Background: an optimization exercise with open tools, aiming at small area, a short achievable clock period and few clock cycles per item. Do not read the settings as production practice. RTL that was checked went through simulation tests only; none was proved equivalent to the original.

== old ==
// joystick_axes_to_cursor_motion_unit
module joystick_axes_to_cursor_motion_unit #(
    parameter int ADC_BITS = jac_pkg::ADC_BITS_DEF
) (
    input  logic                          clk,
    input  logic                          rst_n,
    input  logic                          s_axis_tvalid,
    output logic                          s_axis_tready,
    input  logic [((4*ADC_BITS+8)/8)*8-1:0] s_axis_tdata,
    output logic                          m_axis_tvalid,
    input  logic                          m_axis_tready,
    output logic [jac_pkg::OUT_W-1:0]     m_axis_tdata,
    input  logic                          cfg_we,
    input  logic [2:0]                    cfg_addr,
    input  logic [(ADC_BITS > 8 ? ADC_BITS : 8)-1:0] cfg_data
);
    localparam int QD = 6;               
    localparam int FD = LANE_LAT + 4;    
    logic [9:0] origin_reg [NUM_AXES];
    logic [9:0] amin_reg, amax_reg;
    logic [7:0] max_speed_reg, speed_div_reg;
    logic [6:0] ticks_reg, interval_reg;
    logic       rdy_reg;
    logic       pend_reg;            
    logic [FD-1:0] fed_reg;          
    logic       ivl_wait_reg;        
    logic       allow1_reg;          
    logic       spec_reg;            
    logic       spec_fed_reg;        
    logic       early_reg;           
    logic       dfix_reg;            
    logic       dfix_s_reg;          
    logic       dfix_fed_reg;        
    logic [1:0] rb_cnt_reg;          
    logic       res_done_reg;        
    logic [QD-1:0] q_v, q_upd, q_prs;  
    logic          out_valid_reg, out_upd_reg, out_prs_reg;
    logic [35:0]   out_res_reg;
    logic [9:0]  smp_reg [NUM_AXES];
  ...
==> flow/config.mk <==
export PLATFORM = sky130hd
export DESIGN_NAME = joystick_axes_to_cursor_motion_unit
export DESIGN_NICKNAME = joystick_axes_to_cursor_motion_unit
export VERILOG_FILES = /design/flow/design.v
export SDC_FILE = /design/flow/constraint.sdc
export NUM_CORES = 4
export LEC_CHECK = 0
export CAP_MARGIN = 20
export CORE_MARGIN = 2
export CORE_UTILIZATION = 55
export CTS_BUF_LIST = sky130_fd_sc_hd__clkbuf_8
export CTS_CLUSTER_SIZE = 40
export SETUP_SLACK_MARGIN = 5.0
export SLEW_MARGIN = 20
==> flow/constraint.sdc <==
create_clock -name core_clock -period 8.0 [get_ports {clk}]
set_input_delay 1.6000 -clock core_clock [delete_from_list [all_inputs] [get_ports {clk}]]
set_output_delay 1.6000 -clock core_clock [all_outputs]
set_load 0.01 [all_outputs]
standard.sh (not shown) runs the stock make flow with config.mk's settings and CLKGATE_MAP_FILE= SYNTH_SCRIPT=/design/flow/synth_recipe.tcl, a recipe that flattens the netlist after the stock synthesis.
==> flow/flow/run.sh <==
#!/bin/bash
# Standard ORFS layout (the standard.sh, standard synthesis unchanged),
# except that the port buffers inserted before global placement are buf_2
# cells instead of the cell buffer_ports picks by default, and clock tree
# synthesis uses clkbuf_8 cells without dummy loads.
set -euo pipefail
export BUFFER_PORTS_ARGS="-buffer_cell sky130_fd_sc_hd__buf_2"
export CTS_ARGS="-sink_clustering_enable -repair_clock_nets -dont_use_dummy_load -buf_list sky130_fd_sc_hd__clkbuf_8 -sink_clustering_size 40"
bash standard.sh finish > standard_finish.log 2>&1
Input changes introduced in new (baseline for comparison: old):
-- flow/design.v --
<<< old, line 12
module jac_axis_lane (
    input  logic        clk,
    input  logic [10:0] diff,        
    input  logic [10:0] spn_n,       
    input  logic [10:0] spn_p,       
    input  logic [7:0]  ms1,         
    input  logic [9:0]  ms3,         
>>> new, line 12
module jac_axis_lane (
    input  logic        clk,
    input  logic        sneg,        
    input  logic [9:0]  dd,          
    input  logic [10:0] span,        
    input  logic [7:0]  ms1,         
    input  logic [9:0]  ms3,         
<<< old, line 67
        endcase
    endfunction
    logic        b_neg;
    logic [9:0]  b_dd;
    logic [10:0] b_spn;
    logic [11:0] b_cmp;
    always_comb
    begin
        b_neg = diff[10];
        b_dd  = diff[9:0] ^ {10{b_neg}};
        b_spn = b_neg ? spn_n : spn_p;
        b_cmp = {2'b0, b_dd} + {1'b0, ~b_spn} + {11'd0, b_neg} + 12'd1;
    end
    logic [16:0] rb_n;
    logic [9:0]  rb_sp;
>>> new, line 67
        endcase
    endfunction
    logic [11:0] b_cmp;
    always_comb
        b_cmp = {2'b0, dd} + {1'b0, ~span} + {11'd0, sneg} + 12'd1;
    logic [16:0] rb_n;
    logic [9:0]  rb_sp;
<<< old, line 84
    always_ff @(posedge clk)
    begin
        rb_n     <= {1'b0, b_dd, 6'd0} + {2'b0, b_dd, 5'd0} + {5'b0, b_dd, 2'd0}
                  + (b_neg ? 17'd100 : 17'd0);
        rb_sp    <= b_spn[9:0];
        rb_sp3   <= {2'b0, b_spn[9:0]} + {1'b0, b_spn[9:0], 1'b0};
        rb_neg   <= b_neg;
        rb_zero  <= b_spn[10] || (b_spn[9:0] == 10'd0);
        rb_clamp <= b_cmp[11];
    end
>>> new, line 76
    always_ff @(posedge clk)
    begin
        rb_n     <= {1'b0, dd, 6'd0} + {2'b0, dd, 5'd0} + {5'b0, dd, 2'd0}
                  + (sneg ? 17'd100 : 17'd0);
        rb_sp    <= span[9:0];
        rb_sp3   <= {2'b0, span[9:0]} + {1'b0, span[9:0], 1'b0};
        rb_neg   <= sneg;
        rb_zero  <= span[10] || (span[9:0] == 10'd0);
        rb_clamp <= b_cmp[11];
    end
<<< old, line 348
    logic        n1_reg;             
    logic        xz_reg;             
    logic [10:0] dif_reg;            
    logic [10:0] spn_n_reg, spn_p_reg;  
    logic [9:0]  rsel, osel;
    logic [10:0] p_diff, s_diff, s_spn_n, s_spn_p;
>>> new, line 340
    logic        n1_reg;             
    logic        xz_reg;             
    logic        sneg_reg;           
    logic [9:0]  dd_reg;             
    logic [10:0] spn_reg;            
    logic [9:0]  rsel, osel;
    logic [10:0] p_diff, s_diff, s_spn_n, s_spn_p;
<<< old, line 378
    jac_axis_lane u_lane (
        .clk       (clk),
        .diff      (dif_reg),
        .spn_n     (spn_n_reg),
        .spn_p     (spn_p_reg),
        .ms1       (max_speed_reg),
        .ms3       (ms3_reg),
>>> new, line 371
    jac_axis_lane u_lane (
        .clk       (clk),
        .sneg      (sneg_reg),
        .dd        (dd_reg),
        .span      (spn_reg),
        .ms1       (max_speed_reg),
        .ms3       (ms3_reg),
<<< old, line 639
        u1_reg <= lane_uprod;
        n1_reg <= lane_neg;
        dif_reg   <= use_port ? p_diff : s_diff;
        spn_n_reg <= s_spn_n;
        spn_p_reg <= s_spn_p;
    end
    assign s_axis_tready = rdy_reg;
>>> new, line 632
        u1_reg <= lane_uprod;
        n1_reg <= lane_neg;
        if (use_port)
        begin
            sneg_reg <= p_diff[10];
            dd_reg   <= p_diff[9:0] ^ {10{p_diff[10]}};
            spn_reg  <= p_diff[10] ? s_spn_n : s_spn_p;
        end
        else
        begin
            sneg_reg <= s_diff[10];
            dd_reg   <= s_diff[9:0] ^ {10{s_diff[10]}};
            spn_reg  <= s_diff[10] ? s_spn_n : s_spn_p;
        end
    end
    assign s_axis_tready = rdy_reg;
Results
Every run in the comparison, new and old, completed the flow with a clean layout.
Compared with old, new has extra setup slack.
For complex-gate fraction of the synthesized area, old and new come out practically identical.
From old to new the numbers moved as follows: clock sink count fell 11, signed area change from the synthesized netlist to the final layout lost 1.3 points, total met2 wirelength after detailed routing shows an increase of about 0.9%.
Changes observed in new relative to old: adder-cell share of the synthesized area level; worst relative slew slack went down by 12 points.
No functional check of the RTL was part of any run of this note.

Another version of the RTL of joystick_axes_to_cursor_motion_unit (not shown whole).
For scale: ~3600 cells after synthesis, roughly 650 flip-flops, about 110 I/O pins, roughly 36000 µm² of cells after synthesis.
==> flow/config.mk <==
export PLATFORM = sky130hd
export DESIGN_NAME = joystick_axes_to_cursor_motion_unit
export DESIGN_NICKNAME = joystick_axes_to_cursor_motion_unit
export VERILOG_FILES = /design/flow/design.v
export SDC_FILE = /design/flow/constraint.sdc
export NUM_CORES = 4
export LEC_CHECK = 0
export CAP_MARGIN = 20
export CORE_MARGIN = 2
export CORE_UTILIZATION = 55
export CTS_BUF_LIST = sky130_fd_sc_hd__clkbuf_8
export CTS_CLUSTER_SIZE = 40
export SETUP_SLACK_MARGIN = 5.0
export SLEW_MARGIN = 20
==> flow/constraint.sdc <==
create_clock -name core_clock -period 8.0 [get_ports {clk}]
set_input_delay 1.6000 -clock core_clock [delete_from_list [all_inputs] [get_ports {clk}]]
set_output_delay 1.6000 -clock core_clock [all_outputs]
set_load 0.01 [all_outputs]
==> flow/flow/run.sh <==
#!/bin/bash
# Standard ORFS layout (the standard.sh, standard synthesis unchanged),
# except that the port buffers inserted before global placement are buf_2
# cells instead of the cell buffer_ports picks by default.
set -euo pipefail
export BUFFER_PORTS_ARGS="-buffer_cell sky130_fd_sc_hd__buf_2"
bash standard.sh finish > standard_finish.log 2>&1
Change:
--- a/flow/design.v
+++ b/flow/design.v
@@ -260,53 +260,46 @@
     always_ff @(posedge clk)
     begin
         r7_neg <= r6_neg;
         r7_sat <= r6_sat || (f2_x >= 15'd12800);
         r7_ps  <= f2_s2;
         r7_pc  <= f2_c2 | {16'd0, f2_y[4:0] == 5'd0};
     end
     logic [16:0] g_p;
-    logic [6:0]  g_s;
-    logic [7:0]  g_pp [4];
-    logic [7:0]  g_s1, g_c1, g_s2, g_c2;
     always_comb
-    begin
         g_p = r7_ps + r7_pc;
-        g_s = g_p[16:10] | {7{r7_sat}};
-        for (int i = 0; i < 4; i++)
-        begin
-            case ((i < 3) ? g_s[2*i +: 2] : {1'b0, g_s[6]})
-                2'd0: g_pp[i] = 8'd0;
-                2'd1: g_pp[i] = 8'(dv1 << (2 * i));
-                2'd2: g_pp[i] = 8'(dv1 << (2 * i + 1));
-                default: g_pp[i] = 8'(dv3 << (2 * i));
-            endcase
-        end
-        g_s1 = g_pp[0] ^ g_pp[1] ^ g_pp[2];
-        g_c1 = ((g_pp[0] & g_pp[1]) | (g_pp[0] & g_pp[2]) | (g_pp[1] & g_pp[2])) << 1;
-        g_s2 = g_s1 ^ g_c1 ^ g_pp[3];
-        g_c2 = ((g_s1 & g_c1) | (g_s1 & g_pp[3]) | (g_c1 & g_pp[3])) << 1;
-    end
     logic [6:0] r8_s;
     logic       r8_neg;
-    logic [7:0] r8_us, r8_uc;
     always_ff @(posedge clk)
     begin
-        r8_s   <= g_s;
+        r8_s   <= g_p[16:10] | {7{r7_sat}};
         r8_neg <= r7_neg;
-        r8_us  <= g_s2;
-        r8_uc  <= g_c2;
     end
     assign sat_g = r7_sat;
+    logic [7:0] h_pp [4];
+    logic [7:0] h_s1, h_c1, h_s2, h_c2;
     always_comb
     begin
         speed = r8_neg ? 8'(-{1'b0, r8_s}) : {1'b0, r8_s};
         neg   = r8_neg;
-        uprod = r8_us + r8_uc;
+        for (int i = 0; i < 4; i++)
+        begin
+            case ((i < 3) ? r8_s[2*i +: 2] : {1'b0, r8_s[6]})
+                2'd0: h_pp[i] = 8'd0;
+                2'd1: h_pp[i] = 8'(dv1 << (2 * i));
+                2'd2: h_pp[i] = 8'(dv1 << (2 * i + 1));
+                default: h_pp[i] = 8'(dv3 << (2 * i));
+            endcase
+        end
+        h_s1 = h_pp[0] ^ h_pp[1] ^ h_pp[2];
+        h_c1 = ((h_pp[0] & h_pp[1]) | (h_pp[0] & h_pp[2]) | (h_pp[1] & h_pp[2])) << 1;
+        h_s2 = h_s1 ^ h_c1 ^ h_pp[3];
+        h_c2 = ((h_s1 & h_c1) | (h_s1 & h_pp[3]) | (h_c1 & h_pp[3])) << 1;
+        uprod = h_s2 + h_c2;
     end
 endmodule
 import jac_pkg::*;
 module joystick_axes_to_cursor_motion_unit #(
     parameter int ADC_BITS = jac_pkg::ADC_BITS_DEF
 ) (
     input  logic                          clk,
     input  logic                          rst_n,
- worst setup slack gets better by 0.38 ns
- fmax grows by roughly a tenth
- wire length shrinks by a few percent
- sequential share of layout area grows by 0.37 points
- non-clock buffer count shrinks by 21
- final cell count shrinks slightly
- hold slack gets better by 0.014 ns
Function was not checked in any run of this note: the RTL went through the layout flow alone.

joystick_axes_to_cursor_motion_unit, a different RTL version from the one above (not shown whole).
Size: about 660 flip-flops, about 36000 µm² of cells after synthesis.
==> flow/config.mk <==
export PLATFORM = sky130hd
export DESIGN_NAME = joystick_axes_to_cursor_motion_unit
export DESIGN_NICKNAME = joystick_axes_to_cursor_motion_unit
export VERILOG_FILES = /design/flow/design.v
export SDC_FILE = /design/flow/constraint.sdc
export NUM_CORES = 4
export LEC_CHECK = 0
export CAP_MARGIN = 20
export CORE_MARGIN = 2
export CORE_UTILIZATION = 55
export CTS_BUF_LIST = sky130_fd_sc_hd__clkbuf_8
export CTS_CLUSTER_SIZE = 40
export SETUP_SLACK_MARGIN = 5.0
export SLEW_MARGIN = 20
==> flow/constraint.sdc <==
create_clock -name core_clock -period 8.0 [get_ports {clk}]
set_input_delay 1.6000 -clock core_clock [delete_from_list [all_inputs] [get_ports {clk}]]
set_output_delay 1.6000 -clock core_clock [all_outputs]
set_load 0.01 [all_outputs]
==> flow/flow/run.sh <==
#!/bin/bash
# Standard ORFS layout (the standard.sh, standard synthesis unchanged),
# except that the port buffers inserted before global placement are buf_2
# cells instead of the cell buffer_ports picks by default, and clock tree
# synthesis uses clkbuf_8 cells without dummy loads.
set -euo pipefail
export BUFFER_PORTS_ARGS="-buffer_cell sky130_fd_sc_hd__buf_2"
export CTS_ARGS="-sink_clustering_enable -repair_clock_nets -dont_use_dummy_load -buf_list sky130_fd_sc_hd__clkbuf_8 -sink_clustering_size 40"
bash standard.sh finish > standard_finish.log 2>&1
Then changed:
--- a/flow/design.v
+++ b/flow/design.v
@@ -397,19 +397,19 @@
         .uprod     (lane_uprod),
         .sat_g     (lane_sat)
     );
     logic       in_fire, report;
     logic [6:0] ticks_inc;
     logic       out_take, out_load, feed_go, res_last;
     logic       cap_x, cap_y, cap_x2;
     logic       head_ok;
     logic [QD-1:0] q_v_next, q_upd_next, q_prs_next, q_kept;
-    logic       ivl_s, ivl_x, ivl_y, resolve, spec_keep, spec_drop, res_win;
+    logic       ivl_s, ivl_x, ivl_y, resolve, spec_keep, spec_drop, res_win, ivl_one;
     logic       ivl_wait_next, allow1_next, spec_next, spec_fed_next;
     logic       early_next, pend_next;
     logic [6:0] ticks_next, ivl_after;
     logic [FD-1:0] fed_next;
     logic       smp_free_next;
     logic [7:0] m_sel, m_mag;
     logic signed [7:0] vx;
     logic [6:0] ivl_new;
     always_comb
@@ -427,20 +427,23 @@
         ivl_s   = fed_reg[LANE_LAT - 1] && lane_sat && nz127_reg && !dfix_reg;
         ivl_x   = cap_y && (u1_reg != 8'd0) && !early_reg;
         ivl_y   = cap_x2 && xz_reg && (u1_reg != 8'd0) && !early_reg;
         resolve = ivl_s || ivl_x || (cap_x2 && !early_reg);
         m_sel     = u1_reg;
         m_mag     = m_sel[7] ? 8'(-m_sel) : m_sel;
         ivl_new   = (m_mag >= 8'd100) ? 7'd1 : 7'(8'd100 - m_mag);
         ivl_after = ivl_s ? ivl127_reg : (ivl_x || ivl_y) ? ivl_new : interval_reg;
         vx        = n1_reg ? 8'(-u1_reg) : u1_reg;
-        spec_keep = resolve && spec_reg && (ivl_after == 7'd1);
-        spec_drop = resolve && spec_reg && (ivl_after != 7'd1);
+        ivl_one   = ivl_s ? (ivl127_reg == 7'd1)
+                  : (ivl_x || ivl_y) ? (u1_reg >= 8'd99 && u1_reg <= 8'd157)
+                  : (interval_reg == 7'd1);
+        spec_keep = resolve && spec_reg && ivl_one;
+        spec_drop = resolve && spec_reg && !ivl_one;
         res_win   = fed_reg[LANE_LAT - 1] || cap_y || cap_x2;
         feed_go   = (pend_reg || (in_fire && report)) && !(spec_reg && res_win)
                  && !fed_reg[0] && !fed_reg[1] && !fed_reg[2]
                  && (rb_cnt_reg == 2'd0
                      || (rb_cnt_reg == 2'd1 && q_upd[0] && (!out_valid_reg || m_axis_tready)));
         for (int i = 0; i < QD; i++)
         begin
             q_kept[i] = out_load ? ((i < QD - 1) ? q_v[(i + 1) % QD] : 1'b0) : q_v[i];
             if (q_kept[i])
Global-route usage went down by 0.12 points.
Worst setup slack got worse by 0.0062 ns.
Worst hold slack loses 0.031 ns.
Die area came out lower by 0.32%.
Design area is lower by 1.8%.
Testbench counts after the change, summed over its fixed seeds: cycles 36,773, items 25,600.
No functional check of the RTL was part of the first run of this note.

-- re-timing with driven ports --
No port has a modelled driver above. Below, the same layouts with a new extraction and two added sets of constraints. Step 1 (the two cells are an assumption about what drives the block):
set clk [get_ports {clk}]
set_driving_cell -lib_cell sky130_fd_sc_hd__clkbuf_16 $clk
set_driving_cell -lib_cell sky130_fd_sc_hd__buf_2 [delete_from_list [all_inputs] $clk]
Step 2, shift: input delay + t, output delay - t, t = (earliest + latest rising clock arrival at the registers) / 2. This alone moves slack from input paths to output paths. a / b / c = ideal ports / drivers / drivers and shift; a / b = the first two.
| run | t, ns | setup slack, ns | hold slack, ns | cell pins on the clock port's net |
|---|---|---|---|---|
| old | 0.728 | 4.557 / 4.557 / 3.882 | 0.309 / 0.309 / 0.309 | 1 |
| new | 0.727 | 4.575 / 4.575 / 3.931 | 0.271 / 0.271 / 0.271 | 1 |
| the first run of note 2 | 0.768 | 4.598 / 4.598 / 4.289 | 0.310 / 0.310 / 0.310 | 1 |
| the second run of note 2 | 0.744 | 4.979 / 4.979 / 4.477 | 0.324 / 0.324 / 0.324 | 1 |
| the first run of note 3 | 0.721 | 5.009 / 4.952 / 4.441 | 0.286 / 0.286 / 0.286 | 1 |
| the second run of note 3 | 0.721 | 5.003 / 4.944 / 4.388 | 0.255 / 0.255 / 0.255 | 1 |
After both steps setup and hold are still met in every run listed. For old, which loses most, drivers alone change the setup slack by 0.000 ns; drivers and shift together by -0.675 ns.
